This is an optimization exercise on Yosys and OpenROAD, whose aim is small area, a short achievable clock period and few clock cycles per item, not a production implementation. Only simulation tests tie the RTL to the original design; equivalence was not proved. No activity file was given, so power comes from the tool's default toggle rates.

[flow/config.mk]
export PLATFORM = sky130hd
export DESIGN_NAME = formant_peak_picker
export DESIGN_NICKNAME = formant_peak_picker
export VERILOG_FILES = /design/flow/design.v
export SDC_FILE = /design/flow/constraint.sdc
export NUM_CORES = 4
export LEC_CHECK = 0
export ABC_AREA = 1
export CAP_MARGIN = 20
export CORE_MARGIN = 2
export CORE_UTILIZATION = 65
export CTS_CLUSTER_DIAMETER = 100
export CTS_CLUSTER_SIZE = 40
export PLACE_DENSITY = 0.75
export SETUP_SLACK_MARGIN = 4.0
export SLEW_MARGIN = 20
[flow/constraint.sdc]
create_clock -name core_clock -period 6.5 [get_ports {i_clk}]
set_input_delay 1.3000 -clock core_clock [delete_from_list [all_inputs] [get_ports {i_clk}]]
set_output_delay 1.3000 -clock core_clock [all_outputs]
set_load 0.01 [all_outputs]
[flow/design.v]
`timescale 1ns / 1ps
package fpp_pkg;
    localparam int AMP_W   = 16;
    localparam int FD_W    = AMP_W + 1;
    localparam int SD_W    = AMP_W + 2;
    localparam int U_W     = AMP_W + 3;
    localparam int POS_W   = 11;           
    localparam int COUNT_W = 5;
    localparam int SLOT_W  = 4;
    localparam int START_W   = 20;
    localparam int STEP_W    = 16;
    localparam int MAX_W     = 5;
    localparam int CFG_W     = 20;
    localparam int CFG_IDX_W = 2;
    localparam int FREQ_W    = 27;
    localparam logic [START_W-1:0] RST_FREQ_START  = START_W'(0);
    localparam logic [STEP_W-1:0]  RST_FREQ_STEP   = STEP_W'(16);
    localparam logic [MAX_W-1:0]   RST_MAX_FORMANT = MAX_W'(10);
    localparam logic [CFG_IDX_W-1:0] CFG_FREQ_START   = 2'd0;
    localparam logic [CFG_IDX_W-1:0] CFG_FREQ_STEP    = 2'd1;
    localparam logic [CFG_IDX_W-1:0] CFG_MAX_FORMANTS = 2'd2;
endpackage
`timescale 1ns / 1ps
import fpp_pkg::*;
module fpp_detect (
    input  logic             i_clk,
    input  logic             i_rst_n,
    input  logic             i_valid,
    input  logic [AMP_W-1:0] i_amplitude,
    input  logic             i_last_bin,
    output logic             o_valid,
    output logic             o_lt,         
    output logic             o_gt,         
    output logic             o_last_bin
);
    logic [AMP_W-1:0]       r_prev_amp;
    logic signed [FD_W-1:0] fd;
    assign fd = $signed({1'b0, i_amplitude}) - $signed({1'b0, r_prev_amp});
    always_ff @(posedge i_clk) begin
        if (i_valid) begin
            r_prev_amp <= i_amplitude;
        end
    end
    logic                   r_valid;
    logic signed [FD_W-1:0] r_fd;
    logic                   r_last;
    logic signed [FD_W-1:0] r_prev_fd;
    logic signed [U_W-1:0]  r_u;
    logic signed [U_W-1:0]  fd_w;
    always_ff @(posedge i_clk) begin
        if (!i_rst_n) begin
            r_valid <= 1'b0;
        end else begin
            r_valid <= i_valid;
        end
    end
    always_ff @(posedge i_clk) begin
        r_fd   <= fd;
        r_last <= i_last_bin;
    end
    assign fd_w = {{(U_W-FD_W){r_fd[FD_W-1]}}, r_fd};
    always_ff @(posedge i_clk) begin
        if (r_valid) begin
            r_prev_fd <= r_fd;
            r_u       <= (fd_w <<< 1) - {{(U_W-FD_W){r_prev_fd[FD_W-1]}}, r_prev_fd};
        end
    end
    assign o_valid    = r_valid;
    assign o_lt       = fd_w < r_u;
    assign o_gt       = !o_lt && (fd_w != r_u);
    assign o_last_bin = r_last;
endmodule
`timescale 1ns / 1ps
import fpp_pkg::*;
module formant_peak_picker (
    input  logic                 i_clk,
    input  logic                 i_rst_n,
    input  logic                 i_cfg_we,
    input  logic [CFG_IDX_W-1:0] i_cfg_index,
    input  logic [CFG_W-1:0]     i_cfg_data,
    input  logic                 i_in_valid,
    output logic                 o_in_stall,
    input  logic [AMP_W-1:0]     i_amplitude,
    input  logic                 i_last_bin,
    output logic                 o_out_valid,
    input  logic                 i_out_stall,
    output logic [FREQ_W-1:0]    o_formant_frequency,
    output logic [SLOT_W-1:0]    o_formant_slot,
    output logic                 o_overflow
);
    localparam int QN = 3;
    logic [START_W-1:0] r_freq_start;
    logic [STEP_W-1:0]  r_freq_step;
    logic [MAX_W-1:0]   r_limit;         
    always_ff @(posedge i_clk) begin
        if (!i_rst_n) begin
            r_freq_start <= RST_FREQ_START;
            r_freq_step  <= RST_FREQ_STEP;
            r_limit      <= RST_MAX_FORMANT;
        end else if (i_cfg_we) begin
            case (i_cfg_index)
                CFG_FREQ_START:   r_freq_start <= START_W'(i_cfg_data);
                CFG_FREQ_STEP:    r_freq_step  <= STEP_W'(i_cfg_data);
                CFG_MAX_FORMANTS: r_limit      <= (MAX_W'(i_cfg_data) > MAX_W'(16)) ?
                                                  MAX_W'(16) : MAX_W'(i_cfg_data);
                default: begin
                end
            endcase
        end
    end
    logic               r_stall;
    logic               in_accept;
    assign in_accept = i_in_valid && !r_stall;
    logic d_valid, d_lt, d_gt, d_last;
    fpp_detect u_detect (
        .i_clk       (i_clk),
        .i_rst_n     (i_rst_n),
        .i_valid     (in_accept),
        .i_amplitude (i_amplitude),
        .i_last_bin  (i_last_bin),
        .o_valid     (d_valid),
        .o_lt        (d_lt),
        .o_gt        (d_gt),
        .o_last_bin  (d_last)
    );
    logic [2:0]         r_q [QN];
    logic [QN-1:0]      r_qv;
    logic [QN-1:0]      qv_pop;
    logic [QN-1:0]      q_wr;
    logic               go;
    logic               pop;
    logic               r_out_valid;
    assign go     = !(r_out_valid && i_out_stall);
    assign pop    = go && r_qv[0];
    assign qv_pop = pop ? {1'b0, r_qv[QN-1:1]} : r_qv;
    assign q_wr   = {QN{d_valid}} & ~qv_pop & {qv_pop[QN-2:0], 1'b1};
    always_ff @(posedge i_clk) begin
        for (int i = 0; i < QN; i++) begin
            if (q_wr[i]) begin
                r_q[i] <= {d_lt, d_gt, d_last};
            end else if (pop && i < QN - 1) begin
                r_q[i] <= r_q[i+1];
            end
        end
    end
    always_ff @(posedge i_clk) begin
        if (!i_rst_n) begin
            r_qv    <= '0;
            r_stall <= 1'b0;
        end else begin
            r_qv    <= qv_pop | q_wr;
            r_stall <= qv_pop[2] || (qv_pop[1] && (in_accept || d_valid)) ||
                       (qv_pop[0] && in_accept && d_valid);
        end
    end
    logic [POS_W-1:0]   r_pos;
    logic               r_falling;
    logic [COUNT_W-1:0] r_count;
    logic [FREQ_W-1:0]  r_freq;
    logic [SLOT_W-1:0]  r_slot;
    logic               r_ovf;
    logic               h_lt, h_gt, h_last;
    logic               active, ge3, lt4, room, peak;
    assign {h_lt, h_gt, h_last} = r_q[0];
    assign active = !r_pos[POS_W-1];
    assign ge3    = r_pos >= POS_W'(3);
    assign lt4    = r_pos < POS_W'(4);
    assign room   = r_count < COUNT_W'(r_limit);
    assign peak   = active && ge3 && h_gt && r_falling;
    always_ff @(posedge i_clk) begin
        if (!i_rst_n) begin
            r_pos       <= '0;
            r_falling   <= 1'b0;
            r_count     <= '0;
            r_out_valid <= 1'b0;
        end else begin
            if (go) begin
                r_out_valid <= pop && peak;
            end
            if (pop) begin
                if (active) begin
                    r_pos <= r_pos + POS_W'(1);
                    if (ge3) begin
                        if (h_lt) begin
                            r_falling <= 1'b1;
                        end else if (h_gt) begin
                            r_falling <= 1'b0;
                        end
                    end
                    if (peak && room) begin
                        r_count <= r_count + COUNT_W'(1);
                    end
                end
                if (h_last) begin
                    r_pos     <= '0;
                    r_falling <= 1'b0;
                    r_count   <= '0;
                end
            end
        end
    end
    logic [STEP_W:0]          lo_sum;
    logic [FREQ_W-STEP_W-1:0] hi_inc;
    logic [FREQ_W-1:0]        freq_add;
    assign lo_sum   = {1'b0, r_freq[STEP_W-1:0]} + {1'b0, r_freq_step};
    assign hi_inc   = r_freq[FREQ_W-1:STEP_W] + 1'b1;
    assign freq_add = {lo_sum[STEP_W] ? hi_inc : r_freq[FREQ_W-1:STEP_W], lo_sum[STEP_W-1:0]};
    always_ff @(posedge i_clk) begin
        if (pop) begin
            if (!room) begin
                r_freq <= '0;
            end else if (lt4) begin
                r_freq <= FREQ_W'(r_freq_start);
            end else begin
                r_freq <= freq_add;
            end
            if (peak) begin
                r_slot <= room ? SLOT_W'(r_count) : '0;
                r_ovf  <= !room;
            end
        end
    end
    assign o_in_stall          = r_stall;
    assign o_out_valid         = r_out_valid;
    assign o_formant_frequency = r_freq;
    assign o_formant_slot      = r_slot;
    assign o_overflow          = r_ovf;
endmodule
[flow/flow/run.sh]
#!/bin/bash
# Standard layout (the standard.sh), with the port buffers made as buf_1
# cells and no dummy loads in the clock tree. The make output goes to
# standard.log; each tool's log is under orfs/logs.
export BUFFER_PORTS_ARGS="-buffer_cell sky130_fd_sc_hd__buf_1"
export CTS_ARGS="-sink_clustering_enable -repair_clock_nets -dont_use_dummy_load -buf_list {sky130_fd_sc_hd__clkbuf_4 sky130_fd_sc_hd__clkbuf_8 sky130_fd_sc_hd__clkbuf_16}"
bash standard.sh > standard.log 2>&1
[flow/standard.sh]
#!/bin/bash
# synth_recipe.tcl (not shown) runs the flow's synth.tcl, then flattens the netlist and writes it again
# the make line also repeats each setting of config.mk as NAME=value (left out here)
make -C /OpenROAD-flow-scripts/flow DESIGN_CONFIG=/design/flow/config.mk WORK_HOME=/design/flow/orfs CLKGATE_MAP_FILE= SYNTH_SCRIPT=/design/flow/synth_recipe.tcl "${@:-finish}"
==> results of run 1 <==
[kinds of logic (layout without fill, tap and decap cells)]
kind of cell / after synthesis / after routing
flip-flops: 175 / 175
AND/OR/NAND/NOR: 448 / 448
XOR/XNOR: 33 / 33
adder cells (fa/ha/maj): 78 / 78
AO/OA/AOI/OAI: 231 / 231
buffers and inverters: 181 / 263
[worst max path at each step]
stage	end	slack, ns
finish	u_detect.r_fd[10]	4.08
global placement	r_freq_start[12]	3.47
detailed placement	r_freq_start[11]	3.39
floorplan	u_detect.r_fd[10]	3.89
CTS	u_detect.r_fd[10]	4.04
global route	u_detect.r_fd[10]	4.01
[layout make-up]
class                      count  share of cell area
sequential                   175               0.417
tap                          184              0.0216
multi-input combinational    790               0.432
timing repair buffer          80              0.0294
inverter                     166              0.0601
clock buffer                  17              0.0400
[cell usage after synthesis (5+ instances only)]
| cell | number | area share |
|---|---|---|
| a21o_1 | 7 | 0.0054 |
| a21oi_1 | 107 | 0.055 |
| a21oi_2 | 5 | 0.0045 |
| buf_2 | 7 | 0.0036 |
| clkbuf_1 | 6 | 0.0023 |
| dfxtp_1 | 82 | 0.17 |
| edfxtp_1 | 93 | 0.29 |
| ha_1 | 75 | 0.097 |
| inv_1 | 150 | 0.058 |
| inv_2 | 14 | 0.0054 |
| nand2_1 | 232 | 0.090 |
| nand3_1 | 60 | 0.031 |
| nand4_1 | 9 | 0.0058 |
| nor2_1 | 104 | 0.040 |
| nor2_2 | 6 | 0.0039 |
| nor3_1 | 9 | 0.0047 |
| o21ai_0 | 60 | 0.031 |
| o21ai_1 | 17 | 0.0088 |
| o21ai_2 | 5 | 0.0045 |
| o21bai_1 | 5 | 0.0039 |
| xnor2_1 | 13 | 0.012 |
| xor2_1 | 20 | 0.018 |
[routing by layer]
| layer | track usage | routed length, µm | up-vias |
|---|---|---|---|
| met5 | 0 | 0 | - |
| met4 | 0.0808 | 304 | 0 |
| met3 | 0.0421 | 914 | 26 |
| met2 | 0.476 | 10300 | 196 |
| met1 | 0.352 | 9080 | 3546 |
| li1 | - | - | 3982 |
[stage by stage]
stage,util,std cells
2_1_floorplan,-,1146
3_3_place_gp,0.701,1395
3_5_place_dp,0.701,1395
4_1_cts,0.731,1412
5_1_grt,0.732,1412
6_report,0.732,1412
[registers in the layout, summed over array words and instances, names as in the netlist, 4 cells and up]
name                 flops
r_slot                   4
u_detect.r_prev_fd      17
u_detect.r_fd           17
r_q                      9
r_freq                  27
r_limit                  5
r_count                  5
r_freq_start            20
r_pos                   11
r_freq_step             16
u_detect.r_prev_amp     16
u_detect.r_u            19
[power groups by stage]
stage	Combinational, µW	Sequential (µW)	Clock (µW)
floorplan	483	1340	0
global placement	625	1360	0
detailed placement	637	1360	0
CTS	645	1340	833
global route	741	1340	871
finish	645	1340	821
[what timing repair did]
item	CTS	global route
hold endpoints to repair	0	0
endpoints found under the setup margin	21	14
pin swaps	0	1
resized for setup	3	3
buffers inserted	0	0
[layout by cell type, fill, tap and decap left out, drive strengths merged]
master | Yosys | final
o21ai | 83 | 83
nor3 | 13 | 13
xnor2 | 13 | 13
clkbuf | 6 | 17
nand3 | 63 | 63
nor3b | 4 | 4
o211a | 1 | 1
o21bai | 6 | 6
dfxtp | 82 | 82
xor2 | 20 | 20
clkinv | 2 | 2
a31oi | 4 | 4
nand4 | 9 | 9
fa | 3 | 3
a211oi | 4 | 4
edfxtp | 93 | 93
o311a | 1 | 1
a21oi | 112 | 112
buf | 9 | 80
o31ai | 2 | 2
nor4 | 1 | 1
nand3b | 2 | 2
o41ai | 1 | 1
o21a | 3 | 3
a21o | 7 | 7
and2 | 3 | 3
nor2 | 112 | 112
a21boi | 3 | 3
clkinvlp | 0 | 2
or2 | 2 | 2
ha | 75 | 75
a311oi | 1 | 1
o211ai | 3 | 3
nand2 | 239 | 239
inv | 164 | 162
==> results.txt, run 1 <==
Status
The run finished with no timing, DRC or antenna violations.

Global route
The initial antenna violation count is 0. The via count of the first global-routing pass is 7,252. For this run the aggregate overflow at the end of global routing stands at 0. The global-route usage over all layers is 0.272. Entering global routing, the biggest net connects 38 pins. The first global-routing pass estimated 34,600 µm of wire.

Synthesis
The portion of netlist area occupied by mux cells is 0. The synthesized design contains 93 enable-type register cells. The combinational family with the most area after synthesis is simple AND/OR/NAND/NOR gates.

Counting flops and latches in the post-synthesis netlist gives ~180. Counting every net in the synthesized netlist gives approximately 1,300. The share of synthesized registers carrying an async set or reset is 0.

Of the total synthesized cell area, the portion taken by full adders, half adders and majority gates is 0.103. The compound-gate portion of the synthesized area is 0.136. For this run, the leading register cell type out of synthesis is edfxtp_1. The Yosys step of the flow raised 3 warnings. Of the total synthesized cell area, the portion taken by AND, OR, NAND and NOR gates is 0.201. The share of the yosys chip area belonging to registers is 0.458.

After synthesis, the netlist uses 50 different library cells. The synthesized netlist occupies a cell area of 0.00968 mm². The cell count after synthesis came out at 1,146. The mean instance size in the synthesized netlist is 8.44 µm². Of the total synthesized cell area, the portion taken by XOR and XNOR cells is 0.0299.

Clock network
Clock latency on the worst-skew pair, taken at its later pin, is 0.43 ns. The longest clock path from root to sink contains 2 buffers. The clock tree from TritonCTS is done. In this run the number of H-tree levels came out at 4. The cell chosen for the clock root is clkbuf_16. The TritonCTS buffer count is 17. The clock-pin slew on the worst setup and hold paths is 0.06 ns. After clock tree synthesis, the flow added hold-fix buffers numbering 0. The clock drives 175 sinks.

Route
The per-cell routed wire length is approximately 15 µm. In the routed design, unresolved DRC markers number 0. The first routing iteration left between 500 and 600 violations.

The aggregate routed wire length is between 20,000 and 25,000 µm. The remaining antenna violation count after routing is 0. The number of optimization iterations in the first detailed-route pass is 5. The number of vias in the routed layout is 7,750. Dividing the detail-routed via count by the number of cells gives 5.49.

Power
The leakage power is between 0.004 and 0.005 µW. The switching power summed over all nets is 831 µW. The ratio of total power to cell area is around 260 mW/mm². The maximum ir drop on the vdd rail is 0.188 mV. The internal power of the cells totals roughly 2000 µW.

Of the total power, the share spent switching nets is 0.297. The total design power is 2800 µW. The clock network power share is 0.293. The fraction of power consumed by sequential logic is 0.477. The share of total power dissipated in combinational logic is 0.230.

Final layout
The net count of the finished layout is 1,352. Of the cells placed in the final design, the portion with a size suffix greater than 1 is 0.0676. The layout has 1,190 filler cells. The sequential standard cell area is 0.00443 mm². The area overhead of the layout relative to synthesis is 9.98%.

The finished cells cover ~0.011 mm². The final antenna diode count is 0. The multi-input combinational cells in the finished layout cover a total of ~0.0046 mm².

Worst setup path
On the critical path the largest part of the delay comes from adder cells. The launching element type of the critical path is a primary input. The critical path in this run is classified as primary input to flop. The cell at the slowest stage of the critical path is fa_2. The highest net fanout along the worst path is 3.

The most used cell along the critical path is nand2_1. The number of cells on the worst reg-to-reg path is 10. The critical path data arrival time is 2.74 ns. In this design, the stage delay of the slowest critical-path cell is 0.42 ns. The register-to-register path setup slack is around 4.2 ns.

The critical path starts at i_amplitude[0]. Data on the critical path is required at its endpoint by 6.82 ns. Walking the worst path, the cells encountered are buf_2 > inv_8 > ha_4 > fa_2 > o21ai_4 > a21boi_2 > o21ai_2 > nand2_1 > nand3_1 > nand2_1. The reg-to-reg critical path endpoint is r_freq[22]. The total buffers and inverters traversed by the critical path is 2.

The startpoint of the worst register-to-register path is r_freq[0]. The number of stages on the worst setup path is 10. The worst setup path is captured at a flop.

Placed design
The final weighted congestion in routability-driven placement is 0.909. After legalization and detailed placement, the total HPWL measured between 15,000 and 20,000 µm. The count of input and output buffers is 77.

Summing all placed instances gives a cell area of 0.0102 mm². The pre-CTS setup slack is 3.39 ns.

Floorplan
The top-level port count is 78. The core region is 0.0145 mm². The number of standard-cell rows in the floorplan is 44. The overall die area is ~0.016 mm².

The starting density of the core is 0.666. The chip height is 126 µm. Measured along the x axis, the die boundary spans 126 µm.

Worst hold path
The worst min-delay path class is flop to flop. The endpoint with the worst hold slack is r_q[2][0]. The startpoint identified for the worst hold timing path is u_detect.r_last. Along the worst hold path, the cell count comes to 0.

STA
The final number of hold-violating endpoints is 0. The max-slew violation count is 0. The hold slack is 0.439 ns.

The setup TNS after final layout is 0 ns. The highest attainable clock frequency is just over 0.4 GHz. The normalized max-slew margin is 0.515. The total setup violations reported at the end of the flow is 0. The post-route clock period utilization is 0.372.

The worst path meets setup with 4.08 ns of slack. The worst-case clock skew is about 0.016 ns. The measured slew at the worst slew-check pin is 0.726 ns. Setup repair after global routing left no endpoint under its margin.

The worst path in the final design needs a cycle of 2.42 ns, including I/O delays and setup.

Run
The max-capacitance violation count is 0.
Testbench counts, summed over its fixed seeds: cycles 32,783, bins 32,768.
==> run 2, diff against run 1 <==
==> flow/flow/run.sh (replaced) <==
#!/bin/bash
# Standard layout (the standard.sh), with the port buffers made as buf_1
# cells and no dummy loads in the clock tree. The make output goes to
# standard.log; each tool's log is under orfs/logs.
export BUFFER_PORTS_ARGS="-buffer_cell sky130_fd_sc_hd__buf_1"
export CTS_ARGS="-sink_clustering_enable -repair_clock_nets -dont_use_dummy_load -buf_list sky130_fd_sc_hd__clkbuf_8"
bash standard.sh > standard.log 2>&1
==> run 2 against run 1 <==
Compared with the run above: register-to-register slack is essentially flat; sequential power is essentially flat; total power shrank 9.3%; combinational power is essentially flat; worst hold slack gained 0.012 ns; synthesized area is the same; synthesized cell count is the same; flip-flop and latch count is the same; critical path depth is the same; setup slack lost 0.013 ns; highest routed layer unchanged.
==> results.txt, run 2 <==
Status
The run finished with no timing, DRC or antenna violations.

Placed design
In this run the cell area measured after placement is 0.0102 mm². The half-perimeter wire length of the detailed placement result is 15,800 µm. The count of buffers added on input and output ports is 77. The final weighted congestion in routability-driven placement is 0.909.

Final layout
Measured on the finished design, the core utilization comes to 0.718. The register with the most flip-flops in the final layout is r_freq. The library cells used most frequently in the layout, excluding fill and tap cells, are nand2_1, inv_1, a21oi_1. The commonest non-fill, non-tap cell in the layout is nand2_1. The net count reported at finish is ~1,400. The area overhead of the layout relative to synthesis is 7.93%. In the final layout, the registers with the most flip-flops are r_freq (27), r_freq_start (20), u_detect.r_u (19).

After routing the design area is 0.0104 mm². The flip-flop count of the largest register, all copies and words added is 27. The final antenna diode count is 0.

Of the cells placed in the final design, the portion with a size suffix greater than 1 is 0.0676.

Route
The first-iteration detailed-routing DRC count is 511. Once detail routing completed, the nets flagged for antenna violations numbered 0. For this run, design rule violations remaining after detail routing come to 0.

The via density per instance is approximately 5.4. The detailed router placed 7,692 vias in this run. After detailed routing, the average wire length per cell comes to 14.5 µm.

The first TritonRoute pass finished after 5 iterations. The aggregate routed wire length is 20,400 µm.

Clock network
The H-tree level count is 4. Clock-pin slew was measured on the worst setup and hold paths at 0.09 ns. The insertion delay of the later-clocked pin in the worst-skew pair is 0.46 ns. The TritonCTS buffer count is 17. The clock tree from TritonCTS is done. The clock tree buffer depth is 2. Post-CTS timing repair inserted 0 buffers for setup.

The cell chosen for the clock root is clkbuf_8. The clock sink total is 175.

Synthesis
During synthesis, Yosys emitted a total of 3 warnings. After synthesis, the cell types taking the most area are edfxtp_1, dfxtp_1, ha_1, nand2_1, inv_1. The most used flip-flop cell after synthesis is edfxtp_1.

The summed instance area of the synthesized netlist is 0.00968 mm². Counting flops with a built-in enable in the synthesized netlist gives 93. For this run, the register share of the synthesized area comes to 0.458. When the netlist entered floorplanning its net count stood at 1,268. Sorting the synthesized cells by how often they occur yields nand2_1, inv_1, a21oi_1. A synthesized cell averages between 8 and 9 µm². The share of synthesized registers carrying an async set or reset is 0. The library cell with the largest summed area after synthesis is edfxtp_1. The synthesized design contains between 150 and 200 register bits. The count of distinct cell types in the synthesized netlist is 50. The gate count after technology mapping is 1,146. The fraction of synthesized cell area taken by the top area cell type is 0.289. nand2_1 is the most common cell in the netlist.

Worst setup path
The highest net fanout along the worst path is 3. Traced cell by cell, the critical path runs through buf_2 > inv_8 > ha_4 > fa_2 > o21ai_2 > a21boi_2 > o21ai_2 > nand2_1 > nand3_1 > nand2_1. The type of the worst setup path is primary input to flop.

The endpoint required time on the critical path is 6.85 ns. The largest individual stage delay along the critical path comes from the cell fa_2. The cell type group with the largest total delay on the critical path is adder cells. The critical path contains buffers and inverters numbering 2 combined. Data arrives at the worst endpoint at 2.78 ns. In this design, the stage delay of the slowest critical-path cell is 0.40 ns. The launching element type of the critical path is a primary input. STA classifies the critical path endpoint as a flop.

STA
The worst-case clock skew is roughly 0.023 ns. The final number of hold-violating endpoints came to 0. The max-slew violation count is 0.

The minimum clock period after layout is roughly 2.4 ns. The post-route clock period utilization is 0.374. Setup repair after global routing left no endpoint under its margin.

Timing would allow up to 0.411 GHz. The normalized max-slew margin is 0.517. The measured slew at the worst slew-check pin is 0.722 ns. Summed over all failing endpoints, the final setup total negative slack is 0 ns. The total setup violations reported at the end of the flow is 0.

Global route
The via count of the first global-routing pass came to 7,194. The total overflow left after global routing is 0. The first global-routing pass estimated around 34,000 µm of wire. The initial antenna violation count is 0.

For this run, the total global-route usage over all layers was measured as 0.271. Entering global routing, the biggest net connects 38 pins.

Floorplan
approximately 80 I/O pins were placed. After floorplanning, the core was sized to cover 0.0145 mm². The chip height is approximately 130 µm.

The die span in x is approximately 130 µm. For this configuration, the core starts out at a cell density of 0.666. The overall die area is 0.0159 mm².

The number of standard-cell rows in the floorplan is between 40 and 50.

Worst hold path
The path class of the tightest hold or removal check is flop to flop.

Power
The analysis attributes to cell leakage a power of about 0.0048 µW. The maximum ir drop on the vdd rail is 0.172 mV. The ratio of total power to cell area is around 240 mW/mm².

Run
The tool flagged a number of max-cap violations equal to 0.
run 2: cell types whose count changed in the layout (fill, tap and decap cells not counted):
cell,before,now
o21ai_2,4,5
clkbuf_16,17,0
o21ai_4,2,1
clkbuf_8,0,17
run 2: layout make-up:
type | instances | area, µm²
timing repair buffer | 80 | 313
clock buffer | 17 | 234
tap | 184 | 230
fill | 1217 | 4090
inverter | 166 | 639
sequential | 175 | 4430
multi-input combinational | 790 | 4590
run 2: report_power, final:
group / internal [µW] / switching, µW / total (µW)
combinational: 235 / 406 / 642
sequential: 1280 / 55.3 / 1330
clock: 231 / 333 / 564
run 2: worst paths after layout:
kind	start	end	slack, ns	cells after the start
worst max register to register	r_freq[0]	r_freq[22]	4.19	10
worst min register to register	u_detect.r_last	r_q[2][0]	0.45	0
worst max-delay path	i_amplitude[0]	u_detect.r_fd[10]	4.07	10
worst min-delay path	u_detect.r_last	r_q[2][0]	0.45	0
run 2: cell families after synthesis:
| group | Yosys count | synth area share |
|---|---|---|
| and+or+nand+nor | 448 | 0.201 |
| AOI/OAI and AO/OA | 231 | 0.136 |
| buffers and inverters | 181 | 0.0711 |
| DFF | 175 | 0.458 |
| adders and majority gates | 78 | 0.103 |
| xor gates and xnor gates | 33 | 0.0299 |
run 2: per-layer routing:
layer | global-route usage | vias up | wire, µm
met5 | 0 | - | 0
met4 | 0.0711 | 0 | 233
met3 | 0.0446 | 22 | 811
met2 | 0.474 | 172 | 10200
met1 | 0.351 | 3517 | 9190
li1 | - | 3981 | -
run 2: worst register-to-register path, stage by stage, from the launching register on:
cell	delay, ns
edfxtp_1	0.40
ha_1	0.25
fa_1	0.40
nand2_1	0.08
nand2_1	0.07
and2_1	0.18
a21o_1	0.19
nand3_1	0.07
nand3_1	0.08
nand2_1	0.07
inv_1	0.21
run 2: timing repair:
| action | CTS | global route |
|---|---|---|
| endpoints found under the hold margin | 0 | 0 |
| setup endpoints to repair | 21 | 12 |
| hold buffers | 0 | 0 |
| cloned | 0 | 0 |
| resized for setup | 3 | 2 |
run 2: through the flow:
step / std cells / hold slack (ns) / power [µW] / setup slack (ns)
after global routing: 1412 / 0.454 / 2690 / 4.00
after CTS: 1412 / 0.450 / 2550 / 4.08
after floorplan: 1146 / 0.408 / 1830 / 3.89
after detailed placement: 1395 / 0.417 / 2000 / 3.39
final: 1412 / 0.451 / 2540 / 4.07
after global placement: 1395 / 0.412 / 1980 / 3.47
==> run 3, diff against run 2 <==
--- a/flow/config.mk
+++ b/flow/config.mk
@@ -14,3 +14,3 @@
 export PLACE_DENSITY = 0.75
-export SETUP_SLACK_MARGIN = 4.0
+export SETUP_SLACK_MARGIN = 4.12
 export SLEW_MARGIN = 20
==> run 3 against run 2 <==
Compared with the run above: still clean on timing, DRC and antenna; via count is 2.8% higher; synthesized area stayed put; first-iteration DRC count is 3.5% lower; combinational power is 3% higher; clock skew hardly changed; setup slack better by 0.071 ns; clock power is 0.7% lower; synthesized cell count stayed put; critical path depth stayed put; critical path type unchanged; highest routed layer unchanged.
==> results.txt, run 3 <==
Synthesis
The Yosys step of the flow raised 3 warnings. The share of synthesized area in the top cell type comes to 0.289. The number of synthesized flops with an enable pin is 93. Of the synthesized area, sequential elements account for 0.458.

The commonest cells after synthesis are nand2_1, inv_1, a21oi_1. Ranked by total cell area, the synthesized netlist is headed by edfxtp_1, dfxtp_1, ha_1, nand2_1, inv_1. The number of register bits inferred by synthesis is 175. Counting every net in the synthesized netlist gives 1,268.

The gate count after technology mapping is about 1,100. The flip-flop cell with the highest count after synthesis is edfxtp_1. The most common cell in the synthesized netlist is nand2_1. The mean instance size in the synthesized netlist is 8.44 µm². The summed instance area of the synthesized netlist is 0.00968 mm². Counting distinct cell types in the post-synthesis netlist gives 50.

The library cell with the largest summed area after synthesis is edfxtp_1. Of all flip-flops after synthesis, the portion carrying an async set or reset was 0.

STA
The highest attainable clock frequency is about 0.42 GHz. The final number of hold-violating endpoints came to 0. Setup repair after global routing could not meet its margin everywhere. The measured slew at the worst slew-check pin is 0.749 ns. The setup TNS after final layout is 0 ns.

The post-route clock period utilization is 0.363. Setup violations remaining at the end of the flow were counted as 0. The worst-case clock skew is 0.0231 ns. The max-slew violation count is 0. Measured against its own limit, the worst slew margin works out to 0.500.

The minimum clock period after layout is around 2.4 ns.

Placed design
The count of input and output buffers is 77. At the end of routability-driven placement, the weighted congestion stood at 0.957. The half-perimeter wire length of the detailed placement result is 15,500 µm.

Final layout
In the layout the commonest cells are nand2_1, inv_1, nor2_1, a21oi_1, edfxtp_1. The register name with the most flops is r_freq. The largest registers in the layout are r_freq (27), r_freq_start (20), u_detect.r_u (19). Relative to the synthesized area, the layout overhead comes to 9.58%. The final antenna diode count is 0.

Counting the fill cells in the layout gives 1,175. The net count reported at finish is roughly 1,400. In the final layout, the share of cells above drive strength 1 is 0.0880. The commonest non-fill, non-tap cell in the layout is nand2_1. The flip-flop count of the largest register, all copies and words added is 27.

Worst hold path
The min-delay analysis places its worst path in the category flop to flop.

Route
The per-cell routed wire length is 14.3 µm. For this block, the initial DRC count from the detailed router was around 490. The final layout contains routed wiring with a total length of 20,400 µm.

For this run, design rule violations remaining after detail routing come to 0. The remaining antenna violation count after routing is 0. Before antenna repair, the detailed router went through 5 iterations. The routed layout has 7,906 vias. The via density per instance is 5.56.

Clock network
The number of clock buffers added by TritonCTS is 17. Clock tree synthesis selected as its root buffer the cell clkbuf_8. The insertion delay of the later-clocked pin in the worst-skew pair is 0.47 ns. The clock tree buffer depth is 2. The H-tree generated during clock tree synthesis spans 4 levels. The post-cts hold buffer count is 0. The tree built by TritonCTS fans out to 175 sinks. After clock tree synthesis, the clock-pin slew on the worst setup and hold paths is roughly 0.09 ns.

The clock tree from TritonCTS is done.

Worst setup path
The critical path data arrival time is 2.72 ns. By startpoint and endpoint, the worst setup path is classified as primary input to flop. The type of element capturing the critical path is a flop.

The endpoint required time on the critical path is 6.86 ns. The launching element type of the critical path is a primary input. The highest net fanout along the worst path is 3.

Power
In this run the power density over the cells is 240 mW/mm². In this run the static leakage power is around 0.0048 µW. VDD sags by at most around 0.13 mV. Summing internal, switching and leakage power gives around 2500 µW.

Floorplan
The die covers 0.0159 mm². The initialized floorplan defines 44 standard-cell rows. 78 I/O pins were placed. The die span in x is between 100 and 150 µm. The initial utilization of the core area, before any placement, comes to 0.666. The placeable core region is 0.0145 mm². The chip height is 126 µm.

Status
The run finished with no timing, DRC or antenna violations.

Global route
The via count of the first global-routing pass is 7,400. The first global-routing pass estimated about 34,000 µm of wire. The initial antenna violation count is 0. The total overflow left after global routing is 0. The global-route usage over all layers is 0.261. Entering global routing, the biggest net connects 38 pins.

Run
The tool flagged a number of max-cap violations equal to 0.
run 3: changes by cell type in the layout (fill, tap and decap cells not counted), sizes merged:
cell | previous run | this run
clkbuf | 17 | 20
clkinvlp | 2 | 4
buf | 80 | 87
inv | 162 | 161
run 3: final cells by class:
| type | instances | area, µm² | area share |
|---|---|---|---|
| Timing Repair Buffer | 90 | 392 | 0.0369 |
| Inverter | 166 | 643 | 0.0607 |
| Timing Repair inverter | 1 | 7.51 | 0.000708 |
| Tap cell | 184 | 230 | 0.0217 |
| Sequential cell | 175 | 4430 | 0.418 |
| Clock buffer | 17 | 234 | 0.0221 |
| Multi-Input combinational cell | 790 | 4660 | 0.440 |
run 3: what timing repair did:
action | 4_1_cts | 5_1_grt
endpoints found under the setup margin | 16 | 27
pin swaps | 0 | 2
setup buffers | 7 | 3
cloned | 0 | 1
gates resized for setup | 2 | 14
run 3: path summary, 6_finish.rpt:
| check | depth (start not counted) | end | slack, ns | start |
|---|---|---|---|---|
| setup reg to reg | 10 | r_freq[20] | 4.20 | r_freq[0] |
| hold / removal | 0 | r_q[2][0] | 0.48 | u_detect.r_last |
| setup / recovery | 10 | u_detect.r_fd[10] | 4.14 | i_amplitude[0] |
| hold reg to reg | 0 | r_q[2][0] | 0.48 | u_detect.r_last |
run 3: cell families after synthesis:
kind of cell | share of synthesized area
simple gates | 0.201
flops | 0.458
fa+ha+maj | 0.103
buf+inv | 0.0711
xor+xnor | 0.0299
compound gates | 0.136
run 3: stage by stage:
| stage | utilization | worst slack [ns] | cells | hold slack (ns) | area, µm² |
|---|---|---|---|---|---|
| CTS | 0.724 | 4.08 | 1419 | 0.473 | 10500 |
| detailed placement | 0.704 | 3.50 | 1395 | 0.452 | 10200 |
| global route | 0.730 | 4.02 | 1423 | 0.483 | 10600 |
| global placement | 0.704 | 3.54 | 1395 | 0.451 | 10200 |
| floorplan | - | 3.89 | 1146 | 0.408 | 9760 |
| finish | 0.730 | 4.14 | 1423 | 0.476 | 10600 |
run 3: worst max-delay path, cell delays in order:
cell      delay, ns
buf_2          0.14
inv_8          0.03
ha_4           0.16
fa_2           0.42
o21ai_4        0.18
a21boi_2       0.10
o21ai_2        0.17
nand2_1        0.09
nand3_1        0.07
nand2_1        0.05
run 3: per-layer routing:
| layer | vias to the layer above | routed length [µm] | track usage |
|---|---|---|---|
| met4 | 0 | 436 | 0.0795 |
| met2 | 216 | 9750 | 0.443 |
| met1 | 3641 | 9180 | 0.343 |
| met5 | - | 0 | 0 |
| met3 | 34 | 1000 | 0.0484 |
| li1 | 4015 | - | - |
run 3: power by group:
group | leakage, µW | internal (µW) | total, µW | switching (µW)
Sequential | 0.00156 | 1280 | 1330 | 49.9
Clock | 0.000122 | 231 | 560 | 329
Combinational | 0.00313 | 242 | 661 | 419
==> run 4, diff against run 3 <==
--- a/flow/flow/run.sh
+++ b/flow/flow/run.sh
@@ -5,3 +5,3 @@
 export BUFFER_PORTS_ARGS="-buffer_cell sky130_fd_sc_hd__buf_1"
-export CTS_ARGS="-sink_clustering_enable -repair_clock_nets -dont_use_dummy_load -buf_list sky130_fd_sc_hd__clkbuf_8"
+export CTS_ARGS="-sink_clustering_enable -repair_clock_nets -dont_use_dummy_load"
 bash standard.sh > standard.log 2>&1
==> run 4 against run 3 <==
Compared with the run above: clock skew decreased by 0.0090 ns; synthesized area is the same; register-to-register slack hardly changed; critical path depth up 1; non-clock buffer count decreased by 4; routed wire length down 0.20%; setup slack gained 0.014 ns; clock power grew 45%; global-route usage about the same; fmax up 0.58%; sequential power hardly changed.
==> results.txt, run 4 <==
Synthesis
The library cell with the largest summed area after synthesis is edfxtp_1. The most numerous cell in the Yosys netlist is nand2_1. The number of nets in the synthesized netlist is ~1,300. The gate count after technology mapping is 1,146. In this run, distinct cell masters in the synthesized netlist total 50. Yosys attributes the largest share of cell area to edfxtp_1, dfxtp_1, ha_1, nand2_1, inv_1.

The most used flip-flop cell after synthesis is edfxtp_1. The mean instance size in the synthesized netlist is 8.44 µm². By count the netlist is led by nand2_1, inv_1, a21oi_1. The number of register bits inferred by synthesis is 175. The summed instance area of the synthesized netlist is 0.00968 mm². For this run, asynchronously set or reset flops after synthesis account for 0. Yosys mapped a number of flops with a built-in enable equal to 93. The fraction of synthesized cell area taken by the top area cell type is 0.289. The share of the yosys chip area belonging to registers is 0.458. The total of warnings raised by yosys is 3.

Final layout
The register name with the most flops is r_freq. The largest registers in the layout are r_freq (27), r_freq_start (20), u_detect.r_u (19). After routing the design area is 0.0108 mm². At the end of the flow, the number of nets in the layout was 1,359. Of the cells placed in the final design, the portion with a size suffix greater than 1 is 0.0866. The flip-flop count of the largest register, all copies and words added is 27. From synthesis to final layout, the design area changed by 11.4%. The commonest non-fill, non-tap cell in the layout is nand2_1. In the layout the commonest cells are nand2_1, inv_1, nor2_1. The finished layout holds 1,419 standard cells, fillers aside. Counting the fill cells in the layout gives 1,148. The repair_antennas step left the layout with diodes totalling 0. The sequential standard cell area is 0.00443 mm². The area of combinational cells with multiple inputs is roughly 0.0047 mm².

Route
For this block, the initial DRC count from the detailed router was ~530. The number of optimization iterations in the first detailed-route pass is 5. Summing over every cut layer, the via total after detailed routing is 7,862. The via density per instance is 5.54. The detail route stage leaves a number of antenna-violating nets equal to 0. The aggregate routed wire length is ~20,000 µm. The per-cell routed wire length is 14.3 µm. The remaining design rule violation count is 0.

Floorplan
Row generation in the floorplan step produced 44 rows. The overall die area is 0.0159 mm². In this run the vertical extent of the chip is 126 µm.

The die is 126 µm wide. 78 I/O pins were placed. The starting density of the core is 0.666. The total area inside the core boundary comes to 0.0145 mm².

Placed design
The cell area reported after detailed placement is 0.0102 mm². After detailed placement, the design holds a cell count of 1,395. At the end of routability-driven placement, the weighted congestion stood at 0.957. The count of input and output buffers is between 70 and 80.

The HPWL after detailed placement is 15,500 µm. The pre-CTS setup slack is 3.50 ns.

Worst hold path
In this run the worst hold path is classified as flop to flop.

STA
Setup repair after global routing could not meet its margin everywhere. Setup violations remaining at the end of the flow were counted as 0. The clock arrives with between 0.01 and 0.015 ns of skew. Summed over all failing endpoints, the final setup total negative slack is 0 ns.

The highest attainable clock frequency is 0.426 GHz. The minimum clock period after layout is ~2.3 ns. Dividing the final minimum period by the clock period gives 0.361. The measured slew at the worst slew-check pin is ~0.75 ns. The final worst setup slack is 4.15 ns. The worst pin sits at a relative slew slack of 0.502. The final number of hold-violating endpoints is 0. The max-slew violation count is 0.

Clock network
The cell chosen for the clock root is clkbuf_16. The insertion delay of the later-clocked pin in the worst-skew pair is 0.42 ns. The H-tree level count is 4. CTS saw 175 sinks. The TritonCTS buffer count is 17.

TritonCTS built the clock tree. The post-cts hold buffer count is 0. The clock-pin slew on the worst setup and hold paths is 0.06 ns. The clock tree buffer depth is 2.

Global route
The overall overflow remaining after global route is 0. The first global-routing pass estimated 33,800 µm of wire. The global-route usage over all layers is 0.262.

The via count of the first global-routing pass is roughly 7,400. Entering global routing, the biggest net connects 38 pins. The initial antenna violation count was 0.

Power
The maximum ir drop on the vdd rail is 0.198 mV. Power spread over the standard cell area amounts to 260 mW/mm². The leakage power is 0.00487 µW.

Worst setup path
The type of element capturing the critical path is a flop. The launching element type of the critical path is a primary input. For the worst setup path, the data required time is 6.86 ns.

The type of the worst setup path is primary input to flop. For the worst setup path, the data arrival time is 2.71 ns. The highest net fanout along the worst path is 3.

Status
The run finished with no timing, DRC or antenna violations.

Run
The max-capacitance violation count is 0.
run 4: cell counts after synthesis:
No cell type changed its count.
run 4: final timing paths:
check	from	to	slack (ns)	cells after the start
setup / recovery	i_amplitude[0]	u_detect.r_fd[10]	4.15	11
hold reg to reg	u_detect.r_last	r_q[2][0]	0.48	0
hold / removal	u_detect.r_last	r_q[2][0]	0.48	0
setup reg to reg	r_freq[0]	r_freq[20]	4.21	10
run 4: kinds of logic (layout without fill, tap and decap cells):
logic type	Yosys count	after routing	share of synthesized area
flops	175	175	0.458
fa+ha+maj	78	78	0.103
xor+xnor	33	33	0.0299
simple gates	448	448	0.201
compound gates	231	231	0.136
buf+inv	181	270	0.0711
run 4: cell type report:
class | count | share of cell area
repair buffers | 86 | 0.0336
repair inverters | 1 | 0.000697
multi-input cells | 790 | 0.434
inverters | 166 | 0.0597
flip-flops and latches | 175 | 0.411
well taps | 184 | 0.0214
clock buffers | 17 | 0.0395
run 4: critical path: stages:
cell and delay (ns):
buf_4 0.12, inv_8 0.03, ha_4 0.16, fa_2 0.37, o21ai_4 0.20, a21boi_2 0.08
o21ai_2 0.20, nand2_2 0.09, nand2_1 0.06, nand2_1 0.05, nand2_1 0.05
run 4: what timing repair did:
item                       in CTS  in global routing
buffers inserted                1                  5
gates resized for setup         3                 17
setup endpoints to repair      20                 33
cloned                          0                  1
pin swaps                       0                  6
run 4: per-stage QoR:
stage | utilization | total power, µW | hold WS [ns]
after floorplan | - | 1830 | 0.408
after global placement | 0.704 | 1980 | 0.451
after detailed placement | 0.704 | 2000 | 0.452
after CTS | 0.735 | 2810 | 0.475
after global routing | 0.742 | 2970 | 0.479
final | 0.742 | 2810 | 0.475
run 4: power breakdown:
group | switching, µW | total, µW | internal (µW)
Clock | 358 | 812 | 454
Combinational | 420 | 663 | 244
Sequential | 50.2 | 1330 | 1280
run 4: per-layer routing:
metal,GRT usage,wire (µm)
met1,0.340,9200
met2,0.448,9830
met3,0.0455,909
met4,0.0853,388
met5,0,0
==> run 5, diff against run 4 <==
--- a/flow/config.mk
+++ b/flow/config.mk
@@ -14,3 +14,3 @@
 export PLACE_DENSITY = 0.75
-export SETUP_SLACK_MARGIN = 4.12
+export SETUP_SLACK_MARGIN = 4.0
 export SLEW_MARGIN = 20
==> run 5 against run 4 <==
Compared with the run above: still clean on timing, DRC and antenna; clock skew increased by 0.0019 ns; combinational power decreased by 3%; sequential share of layout area increased by 0.53 points; clock-buffer cell count unchanged; fmax decreased by 3.0%; final cell count decreased by 0.49%; synthesized cell count unchanged; register-to-register slack about the same; sequential power about the same; first-iteration DRC count increased by 3.8%; largest power group unchanged.
==> results.txt, run 5 <==
STA
The normalized max-slew margin is 0.515. The setup TNS after final layout is 0 ns. For the finished layout, the period the worst path requires is 2.42 ns.

For this run, the top clock speed supported by timing is 0.413 GHz. The final number of hold-violating endpoints is 0. The measured slew at the worst slew-check pin is 0.726 ns. Setup repair after global routing left no endpoint under its margin. Clock skew on the completed layout was measured at about 0.016 ns. In the finished design, the share of the clock period the worst path needs comes to 0.372.

Setup violations remaining at the end of the flow were counted as 0. The max-slew violation count is 0.

Final layout
Of the cells placed in the final design, the portion with a size suffix greater than 1 is 0.0676. In the final layout, flip-flops and latches occupy roughly 0.0044 mm². The register with the most flip-flops in the layout has 27 of them. The register name with the most flops is r_freq. For this run, the share of the core covered by cells in the final layout is 0.732. The area overhead of the layout relative to synthesis is 9.98%. The largest registers in the layout are r_freq (27), r_freq_start (20), u_detect.r_u (19). In the final design database the tool counted ~1,400 nets. The top cell types in the final layout, fill and taps aside, are nand2_1, inv_1, a21oi_1. The area of combinational cells with multiple inputs is between 0.004 and 0.005 mm².

The number of filler instances in the final layout is 1,190. The repair_antennas step left the layout with diodes totalling 0. The library cell used most frequently in the layout, excluding fill and tap cells, is nand2_1.

For this run, the number of standard cells in the final layout without fillers is 1,412.

Route
The number of vias in the routed layout is 7,750. The routed design has 20,600 µm of wire. The first-iteration detailed-routing DRC count is 547.

The remaining design rule violation count is 0. For this run, the detailed router's first-pass iteration total came to 5. The per-cell routed wire length is 14.6 µm. The via density per instance is around 5.5.

Once detail routing completed, the nets flagged for antenna violations numbered 0.

Global route
Across every metal layer, demand over resource in global routing totals 0.272. The initial antenna violation count is 0. The via count of the first global-routing pass is 7,252.

The pin count of the biggest net entering global routing is 38. After global routing the overflow that remains totals 0. The first-pass GRT wire length is 34,600 µm.

Clock network
Hold repair after CTS inserted 0 buffers. The TritonCTS buffer count is 17. In this run the post-CTS setup repair buffer count came out at 0.

For this design, the sink count on the clock tree is 175. The clock-pin slew on the worst setup and hold paths is 0.06 ns. The clock tree from TritonCTS is done. The clock reaches the later pin of the worst-skew pair after ~0.43 ns. The tree is rooted in a clkbuf_16. The clock tree buffer depth is 2. The clock tree synthesis step divided the H-tree into 4 levels.

Power
Summing internal, switching and leakage power gives ~2800 µW. The leakage power is 0.00484 µW. The ratio of total power to cell area is 263 mW/mm². The maximum ir drop on the vdd rail is 0.188 mV.

Synthesis
The total of warnings raised by yosys is 3. For this run, the leading register cell type out of synthesis is edfxtp_1. The gate count after technology mapping is around 1,100. The number of synthesized flops with an enable pin is 93. Among all cell types in the netlist, the one instantiated most often is nand2_1. The summed instance area of the synthesized netlist is between 0.009 and 0.01 mm². The share of synthesized registers carrying an async set or reset is 0. The share of synthesized area in the top cell type comes to 0.289. The number of register bits inferred by synthesis is 175. When the netlist entered floorplanning its net count stood at 1,268. The count of distinct cell types in the synthesized netlist is 50.

The library cell with the largest summed area after synthesis is edfxtp_1. Ranked by total cell area, the synthesized netlist is headed by edfxtp_1, dfxtp_1, ha_1, nand2_1, inv_1. By count the netlist is led by nand2_1, inv_1, a21oi_1. Averaged over all synthesized cells, the footprint is 8.44 µm². The share of the yosys chip area belonging to registers is 0.458.

Floorplan
The initial utilization of the core area, before any placement, comes to 0.666. The overall die area is 0.0159 mm². The top-level port count is 78. The core region is 0.0145 mm². After floorplanning, the core was divided into 44 placement rows.

The die is approximately 130 µm wide. The chip height is 126 µm.

Worst setup path
The endpoint required time on the critical path is 6.82 ns. The worst setup path is launched from a primary input. The setup path with the least slack is of type primary input to flop. The critical path data arrival time is roughly 2.7 ns. The type of element capturing the critical path is a flop. The highest net fanout along the worst path is 3.

The startpoint of the worst register-to-register path is r_freq[0]. The most critical setup path has its startpoint at i_amplitude[0].

Placed design
The congestion estimate from routability-driven global placement came to 0.909. In this run the tool buffered the top-level ports with 77 buffer cells. The placed cell count is 1,395.

Detailed placement finished with a half-perimeter wire length of 15,800 µm.

Worst hold path
In this run the most critical hold path is launched from u_detect.r_last. The worst min-delay path class is flop to flop.

Status
The flow ran to the end and the layout has no timing, DRC or antenna violations.

Run
The max-capacitance violation count is 0.
==> run 5: cell count changes in the layout (fill, tap and decap cells not counted), sizes merged <==
cell / before / now
clkinvlp: 4 / 2
clkbuf: 18 / 17
inv: 161 / 162
buf: 85 / 80
==> run 5: area by class of cell <==
class / count / share of cell area
multi-input combinational: 790 / 0.432
sequential: 175 / 0.417
inverter: 166 / 0.0601
clock buffer: 17 / 0.0400
timing repair buffer: 80 / 0.0294
tap: 184 / 0.0216
==> run 5: cell families (layout without fill, tap and decap cells) <==
logic type | count (synthesis) | in the layout | synth area share
XOR/XNOR | 33 | 33 | 0.0299
AO/OA/AOI/OAI | 231 | 231 | 0.136
AND/OR/NAND/NOR | 448 | 448 | 0.201
adder cells (fa/ha/maj) | 78 | 78 | 0.103
flip-flops | 175 | 175 | 0.458
buffers and inverters | 181 | 263 | 0.0711
==> run 5: critical path, cell delays in order <==
cell	delay [ns]
buf_2	0.14
inv_8	0.04
ha_4	0.17
fa_2	0.42
o21ai_4	0.17
a21boi_2	0.09
o21ai_2	0.19
nand2_1	0.10
nand3_1	0.08
nand2_1	0.05
==> run 5: final timing paths <==
path                  endpoint  slack (ns)  cells past startpoint
max          u_detect.r_fd[10]        4.08                     10
min                  r_q[2][0]        0.44                      0
max reg2reg         r_freq[22]        4.20                     10
min reg2reg          r_q[2][0]        0.44                      0
==> run 5: power breakdown <==
part | internal, µW | switching [µW] | leakage, µW | total, µW
Combinational | 236 | 409 | 0.00307 | 645
Clock | 454 | 367 | 0.000209 | 821
Sequential | 1280 | 55.4 | 0.00156 | 1340
Total | 1970 | 831 | 0.00484 | 2800
==> run 5: per-stage QoR <==
stage	instance area [µm²]	worst slack (ns)	hold WS, ns
2_1_floorplan	9710	3.89	0.408
3_3_place_gp	10200	3.47	0.412
3_5_place_dp	10200	3.39	0.417
4_1_cts	10600	4.04	0.441
5_1_grt	10600	4.01	0.443
6_report	10600	4.08	0.439
==> run 5: layer usage <==
metal | share of wire | up-vias | wire length [µm] | track usage
met5 | 0 | - | 0 | 0
met4 | 0.015 | 0 | 304 | 0.0808
met3 | 0.044 | 26 | 914 | 0.0421
met2 | 0.50 | 196 | 10300 | 0.476
met1 | 0.44 | 3546 | 9080 | 0.352
li1 | - | 3982 | - | -
==> run 5: repair_timing <==
action,in CTS,in global routing
pin swaps,0,1
endpoints found under the setup margin,21,14
gates resized for setup,3,3
==> run 6, diff against run 5 <==
--- a/flow/design.v
+++ b/flow/design.v
@@ -69,3 +69,3 @@
     assign o_lt       = fd_w < r_u;
-    assign o_gt       = !o_lt && (fd_w != r_u);
+    assign o_gt       = fd_w > r_u;
     assign o_last_bin = r_last;
==> flow/flow/run.sh (replaced) <==
#!/bin/bash
# Standard layout (the standard.sh) with two changes: the synthesis maps
# with flow/abc_map.script instead of ORFS's ABC script (flow/synth.tcl is
# synth_recipe.tcl with that one substitution), and the port buffers are buf_1
# cells. The make output goes to standard.log; each tool's log is under orfs/logs.
set -e
here=$(pwd)
export BUFFER_PORTS_ARGS="-buffer_cell sky130_fd_sc_hd__buf_1"
export MY_ABC_SCRIPT=$here/flow/abc_map.script
sed "s#SYNTH_SCRIPT=[^ ]*#SYNTH_SCRIPT=$here/flow/synth.tcl#" standard.sh > my_standard.sh
grep -q "SYNTH_SCRIPT=$here/flow/synth.tcl" my_standard.sh
bash my_standard.sh > standard.log 2>&1
==> flow/flow/abc_map.script (new file) <==
&get -n
&st
&dch
&nf
&put
buffer -c
topo
stime -c
upsize -c
dnsize -c
==> flow/flow/synth.tcl (new file) <==
proc synth {args} { yosys synth -nofsm -noshare {*}$args }
set f [open $::env(SCRIPTS_DIR)/synth.tcl]
set txt [read $f]
close $f
set n [string first {log_cmd abc {*}$abc_args} $txt]
if { $n < 0 } { error "abc call not found in synth.tcl" }
set txt [string map [list {log_cmd abc {*}$abc_args} {log_cmd abc {*}[lreplace $abc_args 1 1 $::env(MY_ABC_SCRIPT)]}] $txt]
eval $txt
# left out here: clear keep_hierarchy, flatten, clean up, hide names made inside functions, write 1_2_yosys.v
--- a/flow/config.mk
+++ b/flow/config.mk
@@ -7,3 +7,2 @@
 export LEC_CHECK = 0
-export ABC_AREA = 1
 export CAP_MARGIN = 20
@@ -11,6 +10,4 @@
 export CORE_UTILIZATION = 65
-export CTS_CLUSTER_DIAMETER = 100
-export CTS_CLUSTER_SIZE = 40
 export PLACE_DENSITY = 0.75
-export SETUP_SLACK_MARGIN = 4.0
+export SETUP_SLACK_MARGIN = 4.25
 export SLEW_MARGIN = 20
==> run 6 against run 5 <==
Compared with the run above: routed wire length grew 6.6%; synthesized cell count shrank 24%; largest cell class unchanged; highest routed layer unchanged; global-route usage grew 1.8 points; design area grew 7.2%; fmax shrank 8.3%; synthesized area shrank 8.2%.
==> results.txt, run 6 <==
Worst hold path
The worst min-delay path class is flop to flop. The worst hold path was traced through 0 stages.

Route
Before antenna repair, the detailed router went through 5 iterations. The number of vias in the routed layout is 7,182. In the routed layout, each cell is associated on average with a via count of approximately 5.9. The first routing iteration left 586 violations. In the routed design, unresolved DRC markers number 0. After detailed routing, the average wire length per cell comes to 18.1 µm.

Summed over all layers, the routed wires come to approximately 22,000 µm. The remaining antenna violation count after routing is 0.

Synthesis
In this run, distinct cell masters in the synthesized netlist total 60. Ranked by total cell area, the synthesized netlist is headed by edfxtp_1, dfxtp_1, ha_1, nor2_1, o21ai_0. After technology mapping, the gate count stands at 873. Yosys mapped a number of flops with a built-in enable equal to 93.

Of all flip-flops after synthesis, the portion carrying an async set or reset was 0. The number of register bits inferred by synthesis is 175. The summed instance area of the synthesized netlist is 0.00888 mm². By instance count, the leading cell after synthesis is nor2_1. Sorting the synthesized cells by how often they occur yields nor2_1, edfxtp_1, dfxtp_1. Among all flip-flop cells after synthesis, the most frequent one is edfxtp_1. The library cell with the largest summed area after synthesis is edfxtp_1. The share of the yosys chip area belonging to registers is 0.499.

The mean instance size in the synthesized netlist is between 10 and 15 µm². Of the post-synthesis cell area, the dominant cell type holds 0.314. The post-synthesis net count is between 900 and 1,000. During synthesis, Yosys emitted a total of 3 warnings.

Status
The flow ran to the end and the layout has no timing, DRC or antenna violations.

Global route
The overall overflow remaining after global route is 0. The initial antenna violation count is 0. The first-pass GRT wire length is ~33,000 µm. The via count of the first global-routing pass is 7,079. Entering global routing, the biggest net connects 53 pins. The global-route usage over all layers is 0.290.

Power
The worst-case IR drop observed on VDD is between 0.2 and 0.3 mV. The ratio of total power to cell area is 281 mW/mm². The internal power is 2260 µW. The leakage power is 0.00468 µW. The clock network power share is 0.315. After layout, the design draws a total of 3200 µW. The share of total power dissipated in combinational logic is 0.261. The switching fraction of total power is 0.295.

The switching power summed over all nets is 944 µW. The fraction of power consumed by sequential logic is 0.424.

Worst setup path
The total buffers and inverters traversed by the critical path is 1. STA puts the critical path data required time at 6.81 ns. STA puts the critical path data arrival time at a little under 3 ns. For the worst flop-to-flop path, the logic depth is 9. The signal on the critical path passes through buf_6 > ha_4 > and2b_2 > a221oi_4 > o31ai_4 > a31o_4 > a31oi_4 > o21ai_1 > xor2_1. The worst setup path is captured at a flop. The worst setup path is launched from a primary input.

In this run the number of cells on the critical path is 9. The type of the worst setup path is primary input to flop. The highest net fanout along the worst path is 3. The highest cell delay on the worst timing path is 0.33 ns. The cell at the slowest stage of the critical path is a221oi_4.

In this design, the largest share of critical-path delay is due to compound AO/OA/AOI/OAI gates.

STA
The post-route clock period utilization is 0.406. The final number of hold-violating endpoints is 0. Setup repair after global routing could not meet its margin everywhere.

The worst-case clock skew is roughly 0.01 ns. The minimum clock period after layout is 2.64 ns. Headroom to the max-slew limit came out at 0.419.

The measured slew at the worst slew-check pin is 0.869 ns. The final worst setup slack is 3.86 ns. The max-slew violation count came to 0. Timing would allow up to 0.379 GHz.

Setup violations remaining at the end of the flow were counted as 0. The setup TNS after final layout is 0 ns.

Floorplan
The top-level port count is 78. The die span in x is 121 µm. The die is 121 µm tall. For this configuration, the core starts out at a cell density of 0.668. The region available for standard cell placement spans 0.0133 mm². After floorplanning, the core was divided into 42 placement rows. The die covers 0.0146 mm².

Final layout
The register name with the most flops is r_freq. In the final layout, the registers with the most flip-flops are r_freq (27), r_freq_start (20), u_detect.r_u (19). The share of cells above drive strength 1 is 0.271.

From synthesis to final layout, the design area changed by 28.4%. The top cell types in the final layout, fill and taps aside, are nor2_1, edfxtp_1, dfxtp_1. Counting the fill cells in the layout gives 688. The flip-flop count of the largest register, all copies and words added is 27.

At the end of the flow, the number of nets in the layout was ~1,100. The commonest non-fill, non-tap cell in the layout is nor2_1. The final antenna diode count is 0.

Clock network
The cell chosen for the clock root is clkbuf_16. After clock tree synthesis, the clock-pin slew on the worst setup and hold paths is roughly 0.06 ns. TritonCTS built the clock tree. CTS built an H-tree with a depth of 4. Buffers inserted during clock tree synthesis total 17. The clock sink total is 175.

The insertion delay of the later-clocked pin in the worst-skew pair is ~0.43 ns. The clock tree buffer depth is 2. The post-cts hold buffer count is 0.

Run
Across the run, the number of max-cap violations was 0.

Placed design
Timing analysis after detailed placement gives a worst setup slack of about 3.3 ns. The half-perimeter wire length of the detailed placement result is about 13,000 µm. At the end of routability-driven placement, the weighted congestion stood at between 0.8 and 0.9.

Buffers placed on the I/O ports in this run total 77.
[run 6: path summary, 6_finish.rpt]
kind / startpoint / end / slack (ns)
setup / recovery: i_amplitude[2] / u_detect.r_fd[13] / 3.86
hold / removal: u_detect.r_last / r_q[2][0] / 0.47
setup reg to reg: r_freq[3] / r_freq[24] / 4.04
hold reg to reg: u_detect.r_last / r_q[2][0] / 0.47
[run 6: per-layer routing]
metal / vias to the layer above / wire length [µm] / track usage
met5: - / 0 / 0
met3: 44 / 1120 / 0.0526
met2: 240 / 11600 / 0.528
li1: 3401 / - / -
met4: 0 / 437 / 0.116
met1: 3497 / 8770 / 0.336
[run 6: stage by stage]
step           std cells  instance area (µm²)  hold WS (ns)   util
2_1_floorplan        873                 9190         0.427      -
3_3_place_gp        1107                 9610         0.452  0.723
3_5_place_dp        1107                 9610         0.465  0.723
4_1_cts             1178                10800         0.480  0.815
5_1_grt             1213                11400         0.496  0.858
6_report            1213                11400         0.472  0.858
[run 6: layout make-up]
cell class                 instances  area (µm²)  share of cell area
clock buffer                      24         547              0.0479
clock inverter                     8        45.0             0.00395
inverter                          71         283              0.0248
multi-input combinational        606        4850               0.426
sequential                       175        4440               0.390
tap                              176         220              0.0193
timing repair buffer             153        1010              0.0888
[run 6: kinds of logic after synthesis]
group	after synthesis	synth area share
muxes	9	0.0108
xor gates and xnor gates	54	0.0541
buffers and inverters	93	0.0404
adders and majority gates	78	0.112
DFF	175	0.499
and+or+nand+nor	251	0.126
AOI/OAI and AO/OA	213	0.157
[run 6: power groups by stage]
stage	combinational [µW]	sequential (µW)	clock (µW)
2_1_floorplan	488	1360	0
3_3_place_gp	592	1370	0
3_5_place_dp	622	1380	0
4_1_cts	715	1360	1020
5_1_grt	915	1370	1060
6_report	835	1360	1010
[run 6: worst reg2reg max path, stage by stage, from the launching register on]
cell and delay, ns:
edfxtp_1 0.46, ha_4 0.31, a21oi_1 0.30, nand2_4 0.10
a31oi_4 0.24, o41ai_4 0.10, a21o_1 0.20, a211oi_4 0.29
nor2_4 0.08, clkbuf_16 0.16
[run 6: what timing repair did]
action	CTS	global route
pin swaps	33	41
buffers inserted	39	33
setup endpoints to repair	87	89
cloned	0	2
gates resized for setup	70	85
Testbench counts of run 6, summed over its fixed seeds: cycles 32,783, bins 32,768.
==> run 7, diff against run 6 <==
--- a/flow/config.mk
+++ b/flow/config.mk
@@ -11,3 +11,3 @@
 export PLACE_DENSITY = 0.75
-export SETUP_SLACK_MARGIN = 4.25
+export SETUP_SLACK_MARGIN = 4.0
 export SLEW_MARGIN = 20
==> run 7 against run 6 <==
Compared with the run above: still clean on timing, DRC and antenna; final cell count is 3.9% lower; synthesized area stayed put; synthesized cell count stayed put; routed wire length is 12% lower; largest power group unchanged.
==> results.txt, run 7 <==
STA
The minimum clock period after layout is 2.60 ns. The post-route clock period utilization is 0.400. Setup total negative slack on the finished layout was measured at 0 ns.

Setup repair after global routing could not meet its margin everywhere. The measured slew at the worst slew-check pin is roughly 0.95 ns. In the post-route analysis, the smallest setup slack over all paths is 3.90 ns. The highest attainable clock frequency is 0.385 GHz. The total setup violations reported at the end of the flow is 0. The final number of hold-violating endpoints is 0.

The worst-case clock skew is 0.0101 ns. The normalized max-slew margin is 0.365. The max-slew violation count is 0.

Worst setup path
STA classifies the critical path startpoint as a primary input. The type of element capturing the critical path is a flop. The highest net fanout along the worst path is 3. Traced cell by cell, the critical path runs through buf_6 > ha_4 > and2b_1 > a221oi_4 > o31ai_4 > a31o_4 > a31oi_4 > o31ai_2 > xor2_1. For the worst setup path, the data required time is between 6 and 7 ns.

The cell type group with the largest total delay on the critical path is compound AO/OA/AOI/OAI gates. The highest cell delay on the worst timing path is 0.32 ns. The total buffers and inverters traversed by the critical path is 1. The critical path data arrival time is 2.90 ns. Among all stages on the critical path, the largest delay is contributed by a221oi_4. The type of the worst setup path is primary input to flop.

Synthesis
The most used flip-flop cell after synthesis is edfxtp_1. The number of register bits inferred by synthesis is 175. After synthesis, the most frequently instantiated cells are nor2_1, edfxtp_1, dfxtp_1. Of all flip-flops after synthesis, the portion carrying an async set or reset was 0. After synthesis the cells add up to about 0.009 mm². The total of warnings raised by yosys is 3.

The gate count after technology mapping is 873. The share of synthesized area in the top cell type comes to 0.314. Synthesis produced a netlist with a net count of between 900 and 1,000.

A synthesized cell averages 10.2 µm². The number of synthesized flops with an enable pin is 93. The library cell with the largest summed area after synthesis is edfxtp_1. The share of the Yosys chip area taken by registers is 0.499. The most numerous cell in the Yosys netlist is nor2_1. After synthesis, the netlist uses 60 different library cells. In the post-synthesis netlist, the biggest area contributors are edfxtp_1, dfxtp_1, ha_1, nor2_1, o21ai_0.

Worst hold path
The worst hold path belongs to the class flop to flop.

Floorplan
The total area inside the core boundary comes to 0.0133 mm². The starting density of the core is 0.668. The die span in x is roughly 120 µm.

For this design the top-level I/O count stands at 78. The number of standard-cell rows in the floorplan is 42. The floorplan step defined a die boundary enclosing 0.0146 mm².

The die is about 120 µm tall.

Clock network
The TritonCTS buffer count is 17. The H-tree level count is 4. The clock tree buffer depth is 2.

At the later pin of the worst-skew pair, clock insertion delay measures 0.43 ns. The clock tree from TritonCTS is done. The clock sink total is 175.

The clock-pin slew on the worst setup and hold paths is 0.06 ns. The cell sitting at the root of the clock tree is a clkbuf_16.

Route
The via density per instance is between 5 and 6. The routed layout has ~6,700 vias. The remaining design rule violation count is 0. After detailed routing, the total wire length is between 15,000 and 20,000 µm. The number of optimization iterations in the first detailed-route pass is 5. The per-cell routed wire length is 16.6 µm. The detail route stage leaves a number of antenna-violating nets equal to 0. For this block, the initial DRC count from the detailed router was 464.

Final layout
The area overhead of the layout relative to synthesis is 18.1%. The flip-flop count of the largest register, all copies and words added is 27. The finished layout holds 1,166 standard cells, fillers aside. In the final design database the tool counted 1,099 nets. The post-layout utilization of the core is 0.789.

The largest registers in the layout are r_freq (27), r_freq_start (20), u_detect.r_u (19). The share of cells above drive strength 1 is 0.138. The register name with the most flops is r_freq.

The final antenna diode count is 0. Leaving out fill and tap cells, the most frequent cell in the layout is nor2_1. The number of filler instances in the final layout is 879. The library cells used most frequently in the layout, excluding fill and tap cells, are nor2_1, edfxtp_1, dfxtp_1.

Placed design
The final weighted congestion in routability-driven placement is about 0.84. The half-perimeter wire length of the detailed placement result is about 13,000 µm. In this run, placement finished with an instance count of 1,107.

The pre-CTS setup slack is about 3.2 ns. The count of input and output buffers is 77.

Global route
For this run the aggregate overflow at the end of global routing stands at 0. The first-pass GRT wire length is 31,400 µm. The initial antenna violation count is 0. The via count of the first global-routing pass is 6,726. Entering global routing, the biggest net connects 53 pins. The global-route usage over all layers is 0.273.

Power
Total power for the finished layout comes to 3010 µW. The ratio of total power to cell area is between 200 and 300 mW/mm². The leakage power is 0.00424 µW.

Across the VDD grid, the largest voltage drop is about 0.25 mV.

Status
The run finished with no timing, DRC or antenna violations.

Run
Max-cap violations in this run came to 0.
## run 7: changes by cell type in the layout (fill, tap and decap cells not counted), sizes merged
cell and delta:
clkinv +3, inv -2, bufinv +2, o21ai -1, buf -19, clkinvlp -1
clkbuf -29
## run 7: worst paths after layout
check	startpoint	to	slack, ns	cells after the start
max reg2reg	r_freq[0]	r_freq[26]	4.02	10
min reg2reg	u_detect.r_last	r_q[2][0]	0.48	0
max	i_amplitude[2]	u_detect.r_fd[15]	3.90	9
min	u_detect.r_last	r_q[2][0]	0.48	0
## run 7: final cells by class
cell class	instances	area, µm²	area share
Sequential cell	175	4440	0.423
Clock buffer	22	444	0.0424
Tap cell	176	220	0.0210
Timing Repair Buffer	107	547	0.0522
Clock inverter	10	95.1	0.00907
Multi-Input combinational cell	605	4460	0.425
Inverter	71	283	0.0270
## run 7: repair_timing
action	4_1_cts	5_1_grt
gates resized for setup	21	20
setup buffers	10	17
endpoints found under the setup margin	33	36
hold buffers	0	0
cloned	0	0
pin swaps	10	17
## run 7: logic make-up (layout without fill, tap and decap cells)
logic type	after synthesis	after routing	share of synthesized area
buf+inv	93	210	0.0404
compound gates	213	213	0.157
mux	9	9	0.0108
xor+xnor	54	54	0.0541
simple gates	251	251	0.126
flops	175	175	0.499
fa+ha+maj	78	78	0.112
## run 7: metrics by stage
stage          area [µm²]  hold slack, ns
6_report            10500           0.476
3_3_place_gp         9530           0.464
3_5_place_dp         9530           0.467
2_1_floorplan        9110           0.427
4_1_cts             10300           0.486
5_1_grt             10500           0.492
## run 7: where the power goes
part           internal, µW  leakage (µW)  switching [µW]
Clock                   558      0.000266             399
Sequential             1300       0.00155            60.2
Combinational           299       0.00242             399
## run 7: routing by layer
layer / wire length (µm) / GRT usage / vias up
met5: 0 / 0 / -
met4: 337 / 0.0887 / 0
met3: 843 / 0.0583 / 33
met2: 10200 / 0.491 / 181
met1: 8020 / 0.323 / 3211
li1: - / - / 3304

port drivers added, routing unchanged:
The flow's constraints put no driver on any port. The routed layouts listed below were extracted and timed again, unchanged, in two steps. Step 1 (the two cells are an assumption about what drives the block):
set clk [get_ports {i_clk}]
set_driving_cell -lib_cell sky130_fd_sc_hd__clkbuf_16 $clk
set_driving_cell -lib_cell sky130_fd_sc_hd__buf_2 [delete_from_list [all_inputs] $clk]
Step 2 adds t to the input delays and takes it off the output delays; t is the mean of the earliest and latest rising clock arrival at the registers after step 1. Input paths then give back, and output paths get back, about the clock's delay inside the block. a / b / c = ideal / step 1 / step 2; a / b = the first two.
| run | t (ns) | setup WS [ns] | pins driven straight from the clock port |
|---|---|---|---|
| run 1 | 0.464 | 4.081 / 4.103 / 3.639 | 1 |
| run 2 | 0.486 | 4.068 / 4.086 / 3.600 | 1 |
| run 3 | 0.489 | 4.139 / 4.119 / 3.666 | 1 |
| run 4 | 0.458 | 4.153 / 4.110 / 3.713 | 1 |
| run 5 | 0.464 | 4.081 / 4.103 / 3.639 | 1 |
| run 6 | 0.469 | 3.861 / 3.861 / 3.392 | 1 |
| run 7 | 0.462 | 3.902 / 3.910 / 3.448 | 1 |
After both steps setup and hold are still met in every run listed. For run 3, which loses most, drivers alone change the setup slack by -0.020 ns; drivers and shift together by -0.473 ns.
